What follows belongs to an exercise in optimizing a design on an open flow for small area, a short achievable clock period and few clock cycles; a production flow would make more cautious choices.
Where RTL was checked, it was by simulation tests only, not by an equivalence proof against the original.
Power and IR drop assume default switching activity.

Design pool_accel, start of the top module:
module pool_accel (
    input  logic        clk,
    input  logic        rst,
    input  logic        cmd_valid_i,
    input  logic [1:0]  cmd_op_i,
    input  logic [31:0] cmd_rj_i,
    input  logic [31:0] cmd_rk_i,
    output logic        rsp_valid_o,
    output logic        wb_cyc_o,
    output logic        wb_stb_o,
    output logic        wb_we_o,
    output logic [31:0] wb_adr_o,
    output logic [31:0] wb_dat_o,
    input  logic [31:0] wb_dat_i,
    input  logic        wb_ack_i
);
For scale: about 1900 cells after synthesis, roughly 170 I/O pins, about 20000 um^2 of cells after synthesis.
Settings: LEC_CHECK=0, CAP_MARGIN=20, CORE_MARGIN=2, CORE_UTILIZATION=40, SLEW_MARGIN=20; clock period 10.0 ns.
standard.sh (not shown) runs the stock make flow with config.mk's settings and CLKGATE_MAP_FILE= SYNTH_SCRIPT=/design/flow/synth_recipe.tcl, a recipe that flattens the netlist after the stock synthesis.
==> flow/flow/run.sh <==
#!/bin/bash
# The standard layout, with the port buffers made of plain buffers.
set -euo pipefail
export BUFFER_PORTS_ARGS="-buffer_cell sky130_fd_sc_hd__buf_1"
bash standard.sh SETUP_SLACK_MARGIN=5 finish > layout.log 2>&1
The baseline went through all stages and came out clean.
Testbench counts at the start, summed over its fixed seeds: cycles 127,638.
Then changed:
==> flow/flow/run.sh (replaced) <==
#!/bin/bash
# The standard layout, with the port buffers made of plain buffers and a
# larger setup margin for the timing repair.
set -euo pipefail
export BUFFER_PORTS_ARGS="-buffer_cell sky130_fd_sc_hd__buf_1"
bash standard.sh SETUP_SLACK_MARGIN=6.5 finish > layout.log 2>&1
Critical path depth increases by 4.
Cell count increases by about 5.5%.
Hold slack gets worse by 0.011 ns.

---

Another version of the RTL of pool_accel (not shown whole).
Size in the first run: about 1,900 cells after synthesis, about 360 flip-flops, ~170 I/O pins, roughly 0.020 sq mm of cells after synthesis.
==> flow/design.v (excerpt) <==
module pool_accel (
    input  logic        clk,
    input  logic        rst,
    input  logic        cmd_valid_i,
    input  logic [1:0]  cmd_op_i,
    input  logic [31:0] cmd_rj_i,
    input  logic [31:0] cmd_rk_i,
    output logic        rsp_valid_o,
    output logic        wb_cyc_o,
    output logic        wb_stb_o,
    output logic        wb_we_o,
    output logic [31:0] wb_adr_o,
    output logic [31:0] wb_dat_o,
    input  logic [31:0] wb_dat_i,
    input  logic        wb_ack_i
);
Settings: LEC_CHECK=0, CAP_MARGIN=20, CORE_MARGIN=2, CORE_UTILIZATION=40, SETUP_SLACK_MARGIN=5, SLEW_MARGIN=20; clock period 10.0 ns.
run.sh (not shown) runs the stock make flow with config.mk's settings and CLKGATE_MAP_FILE= SYNTH_SCRIPT=/design/flow/synth_recipe.tcl, a recipe that flattens the netlist after the stock synthesis.
Stock flow here: none of the scripts above is used.
Rerun with:
--- a/flow/config.mk
+++ b/flow/config.mk
@@ -10,3 +10,4 @@
 export CORE_UTILIZATION = 40
-export SETUP_SLACK_MARGIN = 5
+export CTS_BUF_LIST = sky130_fd_sc_hd__clkbuf_4 sky130_fd_sc_hd__clkbuf_8
+export CTS_CLUSTER_SIZE = 30
 export SLEW_MARGIN = 20
After rerunning: Routed wire length barely changes; total power falls by 3.8%; area after synthesis is unchanged.
Rerun with:
==> flow/flow/run.sh (new file) <==
#!/bin/bash
# The standard layout, with the port buffers made of plain buffers.
set -euo pipefail
export BUFFER_PORTS_ARGS="-buffer_cell sky130_fd_sc_hd__buf_1"
bash standard.sh finish > layout.log 2>&1
==> flow/standard.sh (new file) <==
#!/bin/bash
# synth_recipe.tcl (not shown) runs the flow's synth.tcl, then flattens the netlist and writes it again
# the make line also repeats each setting of config.mk as NAME=value (left out here)
make -C /OpenROAD-flow-scripts/flow DESIGN_CONFIG=/design/flow/config.mk WORK_HOME=/design/flow/orfs CLKGATE_MAP_FILE= SYNTH_SCRIPT=/design/flow/synth_recipe.tcl "${@:-finish}"
--- a/flow/config.mk
+++ b/flow/config.mk
@@ -10,4 +10,3 @@
 export CORE_UTILIZATION = 40
-export CTS_BUF_LIST = sky130_fd_sc_hd__clkbuf_4 sky130_fd_sc_hd__clkbuf_8
-export CTS_CLUSTER_SIZE = 30
+export SETUP_SLACK_MARGIN = 5
 export SLEW_MARGIN = 20
removed: flow/run.sh
- clock skew came out lower by 0.0032 ns
- die area is unchanged
- core utilization is lower by 1.6 points
Function was not checked in any run of this note: the RTL went through the layout flow alone.

---

The RTL this note starts from:
==> flow/design.v <==
package pool_pkg;
    typedef logic [31:0] word_t;
    typedef logic [7:0] dim_t;
    typedef logic [1:0] ksize_t;
    typedef enum logic {
        POOL_MAX = 1'b0,   
        POOL_SUM = 1'b1    
    } pool_mode_e;
    typedef enum logic [1:0] {
        OP_CONF = 2'd0,
        OP_DEST = 2'd1,
        OP_RUN  = 2'd2
    } cmd_op_e;
    typedef enum logic [1:0] {
        ST_IDLE,
        ST_RUN,
        ST_DRAIN
    } ctrl_state_e;
    localparam int CONF_KSIZE_LSB  = 0;
    localparam int CONF_STRIDE_LSB = 2;
    localparam int CONF_MODE_BIT   = 4;
    localparam int CONF_WIDTH_LSB  = 8;
    localparam int CONF_HEIGHT_LSB = 16;
endpackage
module pool_accel (
    input  logic        clk,
    input  logic        rst,
    input  logic        cmd_valid_i,
    input  logic [1:0]  cmd_op_i,
    input  logic [31:0] cmd_rj_i,
    input  logic [31:0] cmd_rk_i,
    output logic        rsp_valid_o,
    output logic        wb_cyc_o,
    output logic        wb_stb_o,
    output logic        wb_we_o,
    output logic [31:0] wb_adr_o,
    output logic [31:0] wb_dat_o,
    input  logic [31:0] wb_dat_i,
    input  logic        wb_ack_i
);
    logic [31:0] src_q;
    logic [31:0] dst_q;
    logic [7:0]  w_q;
    logic [7:0]  h_q;
    logic [1:0]  k_q;       
    logic [1:0]  s_q;       
    logic        mode_q;    
    logic        busy_q;
    logic        rsp_q;
    logic        cmd_acc;
    logic        conf_acc;
    logic        dest_acc;
    logic        run_acc;
    logic        fits;
    assign cmd_acc  = cmd_valid_i && !busy_q;
    assign conf_acc = cmd_acc && (cmd_op_i == 2'd0);
    assign dest_acc = cmd_acc && (cmd_op_i == 2'd1);
    assign run_acc  = cmd_acc && (cmd_op_i == 2'd2);
    assign fits     = ({6'd0, k_q} <= w_q) && ({6'd0, k_q} <= h_q);
    always_ff @(posedge clk) begin
        if (conf_acc) begin
            src_q  <= cmd_rj_i;
            k_q    <= (cmd_rk_i[1:0] == 2'd0) ? 2'd1 : cmd_rk_i[1:0];
            s_q    <= (cmd_rk_i[3:2] == 2'd0) ? 2'd1 : cmd_rk_i[3:2];
            mode_q <= cmd_rk_i[4];
            w_q    <= cmd_rk_i[15:8];
            h_q    <= cmd_rk_i[23:16];
        end
        if (dest_acc) begin
            dst_q <= cmd_rj_i;
        end
    end
    logic        k1;
    logic        k3;
    logic [12:0] w4;        
    logic [12:0] km1w4;     
    logic [12:0] sw4;       
    logic [1:0]  jump;      
    assign k1    = (k_q == 2'd1);
    assign k3    = (k_q == 2'd3);
    assign w4    = {3'd0, w_q, 2'd0};
    assign km1w4 = k3 ? {2'd0, w_q, 3'd0} : (k1 ? 13'd0 : w4);
    assign sw4   = (s_q[1] ? {2'd0, w_q, 3'd0} : 13'd0) + (s_q[0] ? w4 : 13'd0);
    assign jump  = (s_q > k_q) ? (s_q - k_q + 2'd1) : 2'd1;
    logic [1:0]  i_q;
    logic [7:0]  c_q;
    logic [1:0]  cnt_q;
    logic [7:0]  y_q;
    logic        rdone_q;    
    logic [12:0] dlt_q;      
    logic        i_end;
    logic        nxt_cpl;
    logic        x_fits_c;
    logic        y_fits_c;
    logic        x_fits;     
    logic        y_fits;
    logic [12:0] db_q;       
    logic [1:0]  cstep;
    logic [12:0] dlt_nxt;
    assign i_end   = (i_q == k_q - 2'd1);
    assign nxt_cpl = i_end && (cnt_q == 2'd0);
    assign x_fits_c = ({1'b0, c_q} + {7'd0, s_q} + 9'd1) <= {1'b0, w_q};
    assign y_fits_c = ({1'b0, y_q} + {7'd0, s_q} + {7'd0, k_q}) <= {1'b0, h_q};
    assign cstep   = (cnt_q == 2'd0) ? jump : 2'd1;
    always_comb begin
        if (!i_end) begin
            dlt_nxt = w4;
        end else if (cnt_q != 2'd0 || x_fits) begin
            dlt_nxt = {9'd0, cstep, 2'd0} - km1w4;
        end else begin
            dlt_nxt = db_q - {3'd0, c_q, 2'd0};
        end
    end
    always_ff @(posedge clk) begin
        x_fits <= x_fits_c;
        y_fits <= y_fits_c;
    end
    logic        stb_q;
    logic        we_q;
    logic [31:0] adr_q;
    logic [31:0] oth_q;
    logic        t_first_q;  
    logic        t_last_q;
    logic        t_cpl_q;
    logic        pend_q;     
    logic        wq_q;       
    logic [31:0] d_q;
    logic        dv_q;
    logic        d_first_q;
    logic        d_last_q;
    logic        d_cpl_q;
    logic [31:0] acc_q;      
    logic        cv_q;       
    logic        c_cpl_q;    
    logic [31:0] c1_q;       
    logic [31:0] p2_q;       
    logic [31:0] res_q;
    logic        bnd;
    logic        go_w;
    logic        go_r;
    logic        swap;
    logic        fin;
    logic [31:0] adr_sum;
    assign bnd     = busy_q && (!stb_q || wb_ack_i);
    assign go_w    = wq_q || (cv_q && c_cpl_q);
    assign go_r    = !go_w && !rdone_q && (!nxt_cpl || !pend_q || (stb_q && we_q));
    assign swap    = go_w || we_q;
    assign fin     = busy_q && rdone_q && stb_q && we_q && wb_ack_i;
    assign adr_sum = adr_q + (we_q ? 32'd4 : {{19{dlt_q[12]}}, dlt_q});
    logic        adv_q;
    always_ff @(posedge clk) begin
        if (rst) begin
            busy_q  <= 1'b0;
            rsp_q   <= 1'b0;
            stb_q   <= 1'b0;
            pend_q  <= 1'b0;
            wq_q    <= 1'b0;
            rdone_q <= 1'b1;
            adv_q   <= 1'b0;
        end else begin
            rsp_q <= conf_acc || dest_acc || (run_acc && !fits) || fin;
            adv_q <= bnd && go_r;
            if (run_acc && fits) begin
                busy_q  <= 1'b1;
                rdone_q <= 1'b0;
                pend_q  <= 1'b0;
                wq_q    <= 1'b0;
            end
            if (fin) begin
                busy_q <= 1'b0;
            end
            if (cv_q && c_cpl_q) begin
                wq_q <= 1'b1;
            end
            if (stb_q && we_q && wb_ack_i) begin
                pend_q <= 1'b0;
            end
            if (adv_q && nxt_cpl) begin
                pend_q <= 1'b1;
                if (!x_fits && !y_fits) begin
                    rdone_q <= 1'b1;
                end
            end
            if (bnd) begin
                stb_q <= go_w || go_r;
                if (go_w) begin
                    wq_q <= 1'b0;
                end
            end
        end
    end
    always_ff @(posedge clk) begin
        if (run_acc) begin
            adr_q <= src_q;
            oth_q <= dst_q;
            we_q  <= 1'b0;
        end else if (bnd && (go_w || go_r)) begin
            we_q  <= go_w;
            adr_q <= swap ? oth_q : adr_sum;
            if (swap) begin
                oth_q <= adr_sum;
            end
            if (go_r) begin
                t_first_q <= (i_q == 2'd0);
                t_last_q  <= i_end;
                t_cpl_q   <= nxt_cpl;
            end
        end
    end
    always_ff @(posedge clk) begin
        if (run_acc) begin
            dlt_q <= '0;
            db_q  <= sw4 - km1w4;
            i_q   <= '0;
            c_q   <= '0;
            cnt_q <= k_q - 2'd1;
            y_q   <= '0;
        end else if (adv_q) begin
            dlt_q <= dlt_nxt;
            if (!i_end) begin
                i_q <= i_q + 2'd1;
            end else begin
                i_q <= '0;
                if (cnt_q != 2'd0) begin
                    cnt_q <= cnt_q - 2'd1;
                    c_q   <= c_q + 8'd1;
                end else if (x_fits) begin
                    cnt_q <= (s_q > k_q) ? k_q - 2'd1 : s_q - 2'd1;
                    c_q   <= c_q + {6'd0, jump};
                end else begin
                    cnt_q <= k_q - 2'd1;
                    c_q   <= '0;
                    y_q   <= y_q + {6'd0, s_q};
                end
            end
        end
    end
    logic [31:0] x_q;
    logic        f_q;        
    logic        f_last_q;
    logic        f_cpl_q;
    logic        wb_p2_q;    
    logic        col_done;   
    logic        col_cpl;
    logic [31:0] ident;
    logic [31:0] yv;
    logic [32:0] ut;
    logic [31:0] u;
    assign ident    = {!mode_q, 31'd0};
    assign yv       = f_q ? ident : acc_q;
    assign ut       = {x_q[31], x_q} + ({yv[31], yv} ^ {33{!mode_q}}) + {32'd0, !mode_q};
    assign u        = mode_q ? ut[31:0] : (ut[32] ? yv : x_q);
    assign col_done = (dv_q && !d_first_q && d_last_q) || (f_q && f_last_q);
    assign col_cpl  = f_q ? f_cpl_q : d_cpl_q;
    always_ff @(posedge clk) begin
        d_q       <= wb_dat_i;
        d_first_q <= t_first_q;
        d_last_q  <= t_last_q;
        d_cpl_q   <= t_cpl_q;
        f_last_q  <= d_last_q;
        f_cpl_q   <= d_cpl_q;
        c_cpl_q   <= col_cpl;
        if (stb_q && !we_q && wb_ack_i && !t_first_q) begin
            x_q <= wb_dat_i;
        end else if (dv_q && d_first_q) begin
            x_q <= d_q;
        end else if (col_done && col_cpl && k3) begin
            x_q <= p2_q;
        end else if ((col_done && (col_cpl ? !k1 : k3)) || (cv_q && c_cpl_q && k3)) begin
            x_q <= c1_q;
        end else begin
            x_q <= ident;
        end
        if (rst) begin
            dv_q    <= 1'b0;
            f_q     <= 1'b0;
            cv_q    <= 1'b0;
            wb_p2_q <= 1'b0;
        end else begin
            dv_q    <= stb_q && !we_q && wb_ack_i;
            f_q     <= dv_q && d_first_q;
            cv_q    <= col_done;
            wb_p2_q <= k3 && ((col_done && !col_cpl) || (cv_q && c_cpl_q));
        end
    end
    always_ff @(posedge clk) begin
        if ((dv_q && !d_first_q) || f_q) begin
            acc_q <= u;
        end
        if (wb_p2_q) begin
            p2_q <= u;
        end
        if (wb_p2_q || (cv_q && !k3)) begin
            c1_q <= acc_q;
        end
        if (cv_q && c_cpl_q) begin
            res_q <= u;
        end
    end
    assign rsp_valid_o = rsp_q;
    assign wb_cyc_o    = stb_q;
    assign wb_stb_o    = stb_q;
    assign wb_we_o     = we_q;
    assign wb_adr_o    = adr_q;
    assign wb_dat_o    = res_q;
endmodule
export LEC_CHECK = 0
export CAP_MARGIN = 5
export CORE_MARGIN = 2
export CORE_UTILIZATION = 40
export SLEW_MARGIN = 5
create_clock -name core_clock -period 10.0 [get_ports {clk}]
standard.sh (not shown) runs the stock make flow with config.mk's settings and CLKGATE_MAP_FILE= SYNTH_SCRIPT=/design/flow/synth_recipe.tcl, a recipe that flattens the netlist after the stock synthesis.
==> flow/flow/run.sh <==
#!/bin/bash
# The standard layout, with the port buffers made of plain buffers, a larger
# setup margin for the timing repair, and a clock tree without dummy loads.
set -euo pipefail
export BUFFER_PORTS_ARGS="-buffer_cell sky130_fd_sc_hd__buf_1"
export CTS_ARGS="-sink_clustering_enable -repair_clock_nets -sink_clustering_size 30 -sink_clustering_max_diameter 60 -dont_use_dummy_load"
bash standard.sh SETUP_SLACK_MARGIN=6.5 finish > layout.log 2>&1
Testbench counts at the start, summed over its fixed seeds: cycles 127,638.
Then changed:
CAP_MARGIN = 20   (was 5)
PLACE_DENSITY = 0.75   (was not set)
SLEW_MARGIN = 20   (was 5)
=>
- The changed run ran to the end with no violations
- worst setup slack degrades by 0.014 ns
- global-route usage went down by 0.11 points
- non-clock buffer count goes down by 6
- die area stays the same
Then changed:
==> flow/flow/run.sh (replaced) <==
#!/bin/bash
# The standard layout, with the port buffers made of plain buffers and a
# larger setup margin for the timing repair.
set -euo pipefail
export BUFFER_PORTS_ARGS="-buffer_cell sky130_fd_sc_hd__buf_1"
bash standard.sh SETUP_SLACK_MARGIN=7.0 finish > layout.log 2>&1
CTS_CLUSTER_DIAMETER = 60   (was not set)
CTS_CLUSTER_SIZE = 30   (was not set)
PLACE_DENSITY = not set   (was 0.75)
Effect: The new run finished clean; count of clock-buffer cells in the layout grows by 5; critical path depth is higher by 6; non-clock buffer count increases by 141; total power goes up by roughly a tenth; wire length rose by roughly a tenth.

[separate check: timing with driven ports]
In the flow no input, the clock included, has a driving cell. The finished layouts below were timed again as built, in two steps.
Step 1, drivers: a clkbuf_16 drives clk and a buf_2 each remaining input, both assumed.
Step 2, shift: input delay + t, output delay - t, t = (earliest + latest rising clock arrival at the registers) / 2. This alone moves slack from input paths to output paths.
Slacks: no drivers / after step 1 / after step 2; pairs: no drivers / after step 1.
run | t (ns) | setup WS [ns] | clock arrival spread, ns | worst register clock-pin slew, ns
the first run of note 1 | 0.618 | 5.288 / 5.288 / 5.288 | 0.017 / 0.018 | 0.06 / 0.06
the second run of note 1 | 0.631 | 6.201 / 6.201 / 6.122 | 0.014 / 0.013 | 0.06 / 0.06
the first run of note 2 | 0.627 | 5.189 / 5.189 / 4.744 | 0.023 / 0.023 | 0.06 / 0.06
the second run of note 2 | 0.705 | 4.561 / 4.561 / 4.561 | 0.035 / 0.035 | 0.06 / 0.06
the third run of note 2 | 0.635 | 5.214 / 5.214 / 5.056 | 0.023 / 0.023 | 0.06 / 0.06
the first run of note 3 | 0.574 | 6.577 / 6.523 / 6.084 | 0.063 / 0.063 | 0.09 / 0.09
the second run of note 3 | 0.586 | 6.562 / 6.562 / 6.084 | 0.051 / 0.052 | 0.09 / 0.09
the third run of note 3 | 0.623 | 6.510 / 6.510 / 6.369 | 0.044 / 0.044 | 0.09 / 0.09
After both steps every run listed still meets setup and hold. The setup slack of the first run of note 3, which loses most, moves by -0.054 ns with the drivers and by -0.493 ns with both steps.
